From an optimization exercise on the open Yosys and OpenROAD flow, aimed at a short achievable clock period and few clock cycles; shortcuts taken in it are not production practice. Only simulation tests tie the RTL to the original design; equivalence was not proved.

==> flow/design.v <==
package cpu_pkg;
    localparam logic [3:0] OP_NOP   = 4'd0;
    localparam logic [3:0] OP_MOVIR = 4'd1;
    localparam logic [3:0] OP_LOAD  = 4'd3;
    localparam logic [3:0] OP_STORE = 4'd4;
    localparam logic [3:0] OP_ADDRR = 4'd5;
    localparam logic [3:0] OP_ADDI  = 4'd6;
    localparam logic [3:0] OP_SUBRR = 4'd7;
    localparam logic [3:0] OP_SUBI  = 4'd8;
    localparam logic [3:0] OP_JZI   = 4'd9;
    localparam logic [3:0] OP_HALT  = 4'd15;
endpackage
module cpu_top (
    input  logic       clk,
    input  logic       reset,
    input  logic       load_we,
    input  logic [7:0] load_addr,
    input  logic [7:0] load_data,
    output logic       store_valid,
    output logic [7:0] store_addr,
    output logic [7:0] store_data,
    output logic       halted
);
    logic [7:0] m0 [64];
    logic [7:0] m1 [64];
    logic [7:0] m2 [64];
    logic [7:0] m3 [64];
    logic       ld_we_q;
    logic [7:0] ld_addr_q;
    logic [7:0] ld_data_q;
    always_ff @(posedge clk) begin
        ld_we_q   <= load_we;
        ld_addr_q <= load_addr;
        ld_data_q <= load_data;
    end
    logic [15:0] ir0, ir1;
    logic [7:0]  fpc;           
    logic [5:0]  frow [4];      
    logic [7:0]  e2, e3;        
    logic [7:0]  regs [8];
    logic        zf;
    logic        halt_q;
    logic        st_valid_q;
    logic [7:0]  st_addr_q;
    logic [7:0]  st_data_q;
    logic [3:0] op0, op1;
    logic [2:0] rd0, ra0, rb0, rd1, ra1, rb1;
    logic [7:0] k0, k1;
    assign op0 = ir0[15:12];
    assign rd0 = ir0[10:8];
    assign ra0 = ir0[6:4];
    assign rb0 = ir0[2:0];
    assign k0  = ir0[7:0];
    assign op1 = ir1[15:12];
    assign rd1 = ir1[10:8];
    assign ra1 = ir1[6:4];
    assign rb1 = ir1[2:0];
    assign k1  = ir1[7:0];
    logic rr0, ri0, alu0, sub0, st0, ld0, mi0, jz0, hl0, wr0;
    logic rr1, ri1, alu1, sub1, st1, ld1, mi1, jz1, hl1, wr1;
    assign rr0  = (op0 == cpu_pkg::OP_ADDRR) || (op0 == cpu_pkg::OP_SUBRR);
    assign ri0  = (op0 == cpu_pkg::OP_ADDI) || (op0 == cpu_pkg::OP_SUBI);
    assign alu0 = rr0 || ri0;
    assign sub0 = (op0 == cpu_pkg::OP_SUBRR) || (op0 == cpu_pkg::OP_SUBI);
    assign st0  = (op0 == cpu_pkg::OP_STORE);
    assign ld0  = (op0 == cpu_pkg::OP_LOAD);
    assign mi0  = (op0 == cpu_pkg::OP_MOVIR);
    assign jz0  = (op0 == cpu_pkg::OP_JZI);
    assign hl0  = (op0 == cpu_pkg::OP_HALT);
    assign wr0  = alu0 || ld0 || mi0;
    assign rr1  = (op1 == cpu_pkg::OP_ADDRR) || (op1 == cpu_pkg::OP_SUBRR);
    assign ri1  = (op1 == cpu_pkg::OP_ADDI) || (op1 == cpu_pkg::OP_SUBI);
    assign alu1 = rr1 || ri1;
    assign sub1 = (op1 == cpu_pkg::OP_SUBRR) || (op1 == cpu_pkg::OP_SUBI);
    assign st1  = (op1 == cpu_pkg::OP_STORE);
    assign ld1  = (op1 == cpu_pkg::OP_LOAD);
    assign mi1  = (op1 == cpu_pkg::OP_MOVIR);
    assign jz1  = (op1 == cpu_pkg::OP_JZI);
    assign hl1  = (op1 == cpu_pkg::OP_HALT);
    assign wr1  = alu1 || ld1 || mi1;
    logic take0;
    assign take0 = jz0 && zf;
    logic raw, selfmod, dual;
    assign raw = wr0 && ((rr1 && ((ra1 == rd0) || (rb1 == rd0)))
                      || ((ri1 || st1) && (rd1 == rd0)));
    assign selfmod = st0 && ((k0 == e2) || (k0 == e3));
    assign dual = !halt_q && !hl0 && !take0 && !raw && !(st0 && st1) && !selfmod;
    logic [7:0] rd0_v, ra0_v, rb0_v, rd1_v, ra1_v, rb1_v;
    assign rd0_v = regs[rd0];
    assign ra0_v = regs[ra0];
    assign rb0_v = regs[rb0];
    assign rd1_v = regs[rd1];
    assign ra1_v = regs[ra1];
    assign rb1_v = regs[rb1];
    logic [7:0] a0, b0, a1, b1, res0, res1, bx0, bx1;
    assign a0   = rr0 ? ra0_v : rd0_v;
    assign b0   = rr0 ? rb0_v : k0;
    assign a1   = rr1 ? ra1_v : rd1_v;
    assign b1   = rr1 ? rb1_v : k1;
    assign res0 = sub0 ? (a0 - b0) : (a0 + b0);
    assign res1 = sub1 ? (a1 - b1) : (a1 + b1);
    assign bx0 = sub0 ? ~b0 : b0;
    assign bx1 = sub1 ? ~b1 : b1;
    logic z0, z1;
    assign z0 = ((a0 ^ bx0) == {a0[6:0] | bx0[6:0], sub0});
    assign z1 = ((a1 ^ bx1) == {a1[6:0] | bx1[6:0], sub1});
    logic take1;
    assign take1 = dual && jz1 && (alu0 ? z0 : zf);
    logic       w_en;
    logic [7:0] w_addr, w_data;
    logic       s0, s1;
    assign s0     = st0 && !halt_q;
    assign s1     = dual && st1;
    assign w_en   = ld_we_q || s0 || s1;
    assign w_addr = ld_we_q ? ld_addr_q : (s0 ? k0 : k1);
    assign w_data = ld_we_q ? ld_data_q : (s0 ? rd0_v : rd1_v);
    always_ff @(posedge clk) begin
        if (w_en) begin
            case (w_addr[1:0])
                2'd0: m0[w_addr[7:2]] <= w_data;
                2'd1: m1[w_addr[7:2]] <= w_data;
                2'd2: m2[w_addr[7:2]] <= w_data;
                default: m3[w_addr[7:2]] <= w_data;
            endcase
        end
    end
    function automatic logic [5:0] row_of(input logic [7:0] a, input logic [1:0] b);
        row_of = a[7:2] + ((a[1:0] > b) ? 6'd1 : 6'd0);
    endfunction
    logic [7:0] fb [4];     
    logic [7:0] kb0 [4];    
    logic [7:0] kb1 [4];    
    logic [5:0] kr0 [4];
    logic [5:0] kr1 [4];
    always_comb begin
        for (int b = 0; b < 4; b++) begin
            kr0[b] = row_of(k0, 2'(b));
            kr1[b] = row_of(k1, 2'(b));
        end
        fb[0]  = m0[frow[0]];
        fb[1]  = m1[frow[1]];
        fb[2]  = m2[frow[2]];
        fb[3]  = m3[frow[3]];
        kb0[0] = m0[kr0[0]];
        kb0[1] = m1[kr0[1]];
        kb0[2] = m2[kr0[2]];
        kb0[3] = m3[kr0[3]];
        kb1[0] = m0[kr1[0]];
        kb1[1] = m1[kr1[1]];
        kb1[2] = m2[kr1[2]];
        kb1[3] = m3[kr1[3]];
        for (int b = 0; b < 4; b++) begin
            if (w_en && (w_addr == {frow[b], 2'(b)})) fb[b] = w_data;
            if (s0 && (k0 == {kr1[b], 2'(b)})) kb1[b] = rd0_v;
        end
    end
    logic [7:0] fq [4];
    logic [7:0] kq0 [4];
    logic [7:0] kq1 [4];
    always_comb begin
        for (int i = 0; i < 4; i++) begin
            fq[i]  = fb[2'(fpc[1:0] + 2'(i))];
            kq0[i] = kb0[2'(k0[1:0] + 2'(i))];
            kq1[i] = kb1[2'(k1[1:0] + 2'(i))];
        end
    end
    logic [15:0] ir1_f;
    assign ir1_f = {(st0 && (k0 == e2)) ? rd0_v : ir1[15:8],
                    (st0 && (k0 == e3)) ? rd0_v : ir1[7:0]};
    logic [15:0] n_ir0_a, n_ir1_a;
    logic [7:0]  n_fpc_a, n_fpc_k1;
    logic [5:0]  n_row_a [4];
    logic [5:0]  n_row_k1 [4];
    logic [7:0]  k0p4, k1p4, fpc2;
    assign k0p4 = k0 + 8'd4;
    assign k1p4 = k1 + 8'd4;
    assign fpc2 = fpc + 8'd2;
    always_comb begin
        if (take0) begin
            n_ir0_a = {kq0[0], kq0[1]};
            n_ir1_a = {kq0[2], kq0[3]};
            n_fpc_a = k0p4;
            for (int b = 0; b < 4; b++) n_row_a[b] = row_of(k0p4, 2'(b));
        end else if (dual) begin
            n_ir0_a = {fq[0], fq[1]};
            n_ir1_a = {fq[2], fq[3]};
            n_fpc_a = fpc + 8'd4;
            for (int b = 0; b < 4; b++) n_row_a[b] = frow[b] + 6'd1;
        end else begin
            n_ir0_a = ir1_f;
            n_ir1_a = {fq[0], fq[1]};
            n_fpc_a = fpc2;
            for (int b = 0; b < 4; b++) n_row_a[b] = row_of(fpc2, 2'(b));
        end
        n_fpc_k1 = k1p4;
        for (int b = 0; b < 4; b++) n_row_k1[b] = row_of(k1p4, 2'(b));
    end
    logic halt_now;
    assign halt_now = hl0 || (dual && hl1);
    always_ff @(posedge clk or posedge reset) begin
        if (reset) begin
            ir0        <= '0;
            ir1        <= '0;
            fpc        <= 8'd0;
            for (int b = 0; b < 4; b++) frow[b] <= 6'd0;
            e2         <= 8'd254;
            e3         <= 8'd255;
            zf         <= 1'b0;
            halt_q     <= 1'b0;
            st_valid_q <= 1'b0;
            st_addr_q  <= 8'd0;
            st_data_q  <= 8'd0;
            for (int i = 0; i < 8; i++) regs[i] <= 8'd0;
        end else if (hl0 || halt_q) begin
            halt_q     <= 1'b1;
            st_valid_q <= 1'b0;
        end else begin
            st_valid_q <= s0 || s1;
            st_addr_q  <= s0 ? k0 : k1;
            st_data_q  <= s0 ? rd0_v : rd1_v;
            if (halt_now) halt_q <= 1'b1;
            if (take1) begin
                ir0  <= {kq1[0], kq1[1]};
                ir1  <= {kq1[2], kq1[3]};
                fpc  <= n_fpc_k1;
                for (int b = 0; b < 4; b++) frow[b] <= n_row_k1[b];
                e2   <= k1 + 8'd2;
                e3   <= k1 + 8'd3;
            end else begin
                ir0  <= n_ir0_a;
                ir1  <= n_ir1_a;
                fpc  <= n_fpc_a;
                for (int b = 0; b < 4; b++) frow[b] <= n_row_a[b];
                e2   <= n_fpc_a - 8'd2;
                e3   <= n_fpc_a - 8'd1;
            end
            if (dual && alu1) zf <= z1;
            else if (alu0) zf <= z0;
            for (int r = 0; r < 8; r++) begin
                if (dual && wr1 && (rd1 == 3'(r))) begin
                    regs[r] <= alu1 ? res1 : (mi1 ? k1 : kq1[0]);
                end else if (wr0 && (rd0 == 3'(r))) begin
                    regs[r] <= alu0 ? res0 : (mi0 ? k0 : kq0[0]);
                end
            end
        end
    end
    assign store_valid = st_valid_q;
    assign store_addr  = st_addr_q;
    assign store_data  = st_data_q;
    assign halted      = halt_q;
endmodule
==> flow/flow/run.sh <==
#!/bin/bash
# Standard ORFS layout, with the timing repair steps asked to leave a
# setup margin so the achieved period comes out well under the target.
set -euo pipefail
bash standard.sh synth > synth.log 2>&1
bash standard.sh SETUP_SLACK_MARGIN=8.5 finish > layout.log 2>&1
==> flow/standard.sh <==
#!/bin/bash
# synth_recipe.tcl (not shown) runs the flow's synth.tcl, then flattens the netlist and writes it again
# the make line also repeats each setting of config.mk as NAME=value (left out here)
make -C /OpenROAD-flow-scripts/flow DESIGN_CONFIG=/design/flow/config.mk WORK_HOME=/design/flow/orfs CLKGATE_MAP_FILE= SYNTH_SCRIPT=/design/flow/synth_recipe.tcl "${@:-finish}"
==> flow/config.mk <==
export PLATFORM = sky130hd
export DESIGN_NAME = cpu_top
export DESIGN_NICKNAME = cpu_top
export VERILOG_FILES = /design/flow/design.v
export SDC_FILE = /design/flow/constraint.sdc
export NUM_CORES = 4
export LEC_CHECK = 0
export CAP_MARGIN = 20
export CORE_MARGIN = 2
export CORE_UTILIZATION = 25
export SLEW_MARGIN = 20
==> flow/constraint.sdc <==
create_clock -name core_clock -period 12.0 [get_ports {clk}]
set_input_delay 2.4000 -clock core_clock [delete_from_list [all_inputs] [get_ports {clk}]]
set_output_delay 2.4000 -clock core_clock [all_outputs]
set_load 0.01 [all_outputs]
==> flow_summary.yaml <==
status:
  outcome: "finished clean"
synth:
  synth_edf_count: 2048
  yosysTopAreaCell: "edfxtp_1"
  synth.distinct_cells: 108
  synthArstFlopShare: 0.0719
  synthesis.nets: 8906
  synth_top_area_frac: 0.461
  synth_area_um2: 133000
  synth_warnings: 13
  syn_avg_cell_area_um2: 15.2
  synth-seq-cells: 2225
  synthCells: 8797
  ys_top_cells_by_area: "edfxtp_1 (46%), mux4_2 (27%), mux2i_1 (3.8%)"
  yosysSeqAreaShare: 0.494
  ys.flop_type: "edfxtp_1"
drt:
  postRouteAntennaNets: 0
  avgViaCountPerCell: 6.21
  firstDrtPassIters: 7
  wl_per_cell_um: 36.3
  dr_total_vias: 104376
  drt_iter0_drc: 18732
  drc_errors: 0
  drt_wl_total_um: 611000
global_route:
  overflow: 0
  antenna_found_initial: 39
  grt_max_degree: 135
  first_global_vias: 98929
  grt_pass1_wl_um: 825000
  track_usage: 0.216
critical_path:
  end_kind: "register"
  required_ns: 12.87
  path_max_fanout: 12
  cp-start-kind: "register"
  crit_arrival_ns: 6.01
  path_class: "register to register"
place:
  gp_congestion: 0.985
  port_buffers: 36
  placed_cell_area_um2: 144000
  place.detailed.hpwl_um: 364000
layout:
  layout.nets: 9669
  layout_commonest_cell: "edfxtp_1"
  fill_cells: 51237
  fin_area_um2: 170000
  layout-drive-gt1-share: 0.431
  most-common-layout-cells: "edfxtp_1 (2048), mux4_2 (1626), buf_4 (693), nand2_1 (532), mux2i_1 (432)"
  area_delta_synth_final_pct: 27.5
clock_tree:
  clk_path_buf_depth: 4
  clock_sinks: 2225
  cts_made_buffers: 245
  cts_tree: "yes"
  clockRootBuffer: "clkbuf_16"
  cts-hold-fix-buffers: 0
  cts.htree.levels: 4
  clkLatencyLatePin_ns: 1.00
  clk_pin_slew_ns: 0.06
floorplanning:
  start_util: 0.251
  core_um2: 532000
  pin_count: 37
  fp.dieW_um: 734
  dieArea_um2: 539000
  placementRows: 268
  die_y_um: 734
timing:
  hold_viol: 0
  final_max_slew_viol_count: 0
  setup_violations: 0
  clock_skew_ns: 0.106
  rsz0062_at_grt: "true"
  period_minus_slack_ns: 5.14
  relSlewSlack: 0.0748
  fin_crit_sh: 0.428
  worst_pin_slew_ns: 1.39
  max_freq_mhz: 195
  fin_tns_setup_ns: 0
run:
  drv_cap: 0
min_path:
  hp-class: "register to register"
[cell families after synthesis]
| family | synth area share |
|---|---|
| xor+xnor | 0.0162 |
| mux | 0.317 |
| simple gates | 0.0616 |
| compound gates | 0.0742 |
| fa+ha+maj | 0.00856 |
| flops | 0.494 |
| buf+inv | 0.0288 |
[worst max-delay path, stage by stage (launching register included)]
cell     delay (ns)
dfrtp_4        0.40
buf_4          0.17
nand4_1        0.65
o21ai_0        0.88
nand2_2        0.55
nand3_1        0.26
nand4_1        0.59
mux2i_4        0.45
nand2_2        0.14
a31oi_4        0.29
mux2_4         0.31
nand2_1        0.08
a22o_1         0.19
[area by class of cell]
type | instances | area (um^2) | share of cell area
inverter | 107 | 485 | 0.00286
timing repair buffer | 1290 | 16500 | 0.0970
sequential | 2225 | 66000 | 0.388
clock buffer | 289 | 6420 | 0.0378
tap | 7020 | 8780 | 0.0517
antenna | 25 | 62.6 | 0.000368
clock inverter | 171 | 1980 | 0.0117
multi-input combinational | 5691 | 69800 | 0.411
[synth_stat cells, types with 145 or more instances]
cell,count
dfrtp_1,145
a22oi_1,175
nor3_1,293
mux2i_1,502
o21ai_0,235
edfxtp_1,2048
nor2_1,338
nand2_1,574
clkbuf_1,396
xnor2_1,160
nand3_1,192
mux4_2,1626
buf_2,241
a21oi_1,239
[registers in the layout, indices dropped and copies added, names as in the netlist, 15 cells and up]
register / flops
m0: 512
ir1: 15
frow: 24
ir0: 15
m1: 512
m2: 512
m3: 512
regs: 64
[path summary, 6_finish.rpt]
| path | startpoint | end | slack [ns] | depth (start not counted) |
|---|---|---|---|---|
| worst max-delay path | ir1[5] | regs[0][7] | 6.86 | 12 |
| worst min-delay path | e3[2] | e3[2] | 0.47 | 2 |
| worst max register to register | ir1[5] | regs[0][7] | 6.86 | 12 |
| worst min register to register | e3[2] | e3[2] | 0.47 | 2 |
| max in group asynchronous | reset | frow[1][0] | 8.71 | 4 |
| min in group asynchronous | reset | st_data_q[6] | 1.96 | 3 |
[through the flow]
stage                      util  instances  hold WS (ns)  setup slack [ns]
after global routing      0.320      16796         0.488              6.88
after CTS                 0.314      16656         0.469              7.14
after global placement    0.271      15554         0.456              4.46
after detailed placement  0.271      15558         0.456              4.41
after floorplan               -       8797         0.446              6.95
final                     0.320      16818         0.473              6.86
[layer usage]
metal / vias to the layer above / part of all wire / GRT usage
li1: 38699 / - / -
met1: 53538 / 0.34 / 0.265
met2: 9611 / 0.41 / 0.312
met3: 2502 / 0.16 / 0.0892
met4: 26 / 0.085 / 0.137
met5: - / 0.00041 / 0.00688
[what timing repair did]
action | CTS | global route
gates cloned | 89 | 12
endpoints found under the setup margin | 4259 | 2680
pin swaps | 280 | 169
gates resized for setup | 1484 | 302
buffers inserted | 549 | 124
Testbench counts, summed over its fixed seeds: cycles 10,776.

[what the ideal ports hide]
How much do the figures lean on ideal ports? The routed layout below was timed once more, with nothing changed but the port constraints.
Step 1, drivers: a clkbuf_16 drives clk and a buf_2 each remaining input, both assumed.
Step 2 adds t to the input delays and takes it off the output delays; t is the mean of the earliest and latest rising clock arrival at the registers after step 1. Input paths then give back, and output paths get back, about the clock's delay inside the block.
a / b / c = ideal ports / drivers / drivers and shift; a / b = the first two.
t, ns: 1.045
slack for setup (ns): 6.860 / 6.860 / 6.860
worst hold slack (ns): 0.473 / 0.473 / 0.473
worst setup path at the end: register to register
clock arrival spread, ns: 0.111 / 0.110
After both steps this run still meets setup and hold. For this run, drivers alone change the setup slack by 0.000 ns; drivers and shift together by 0.000 ns.
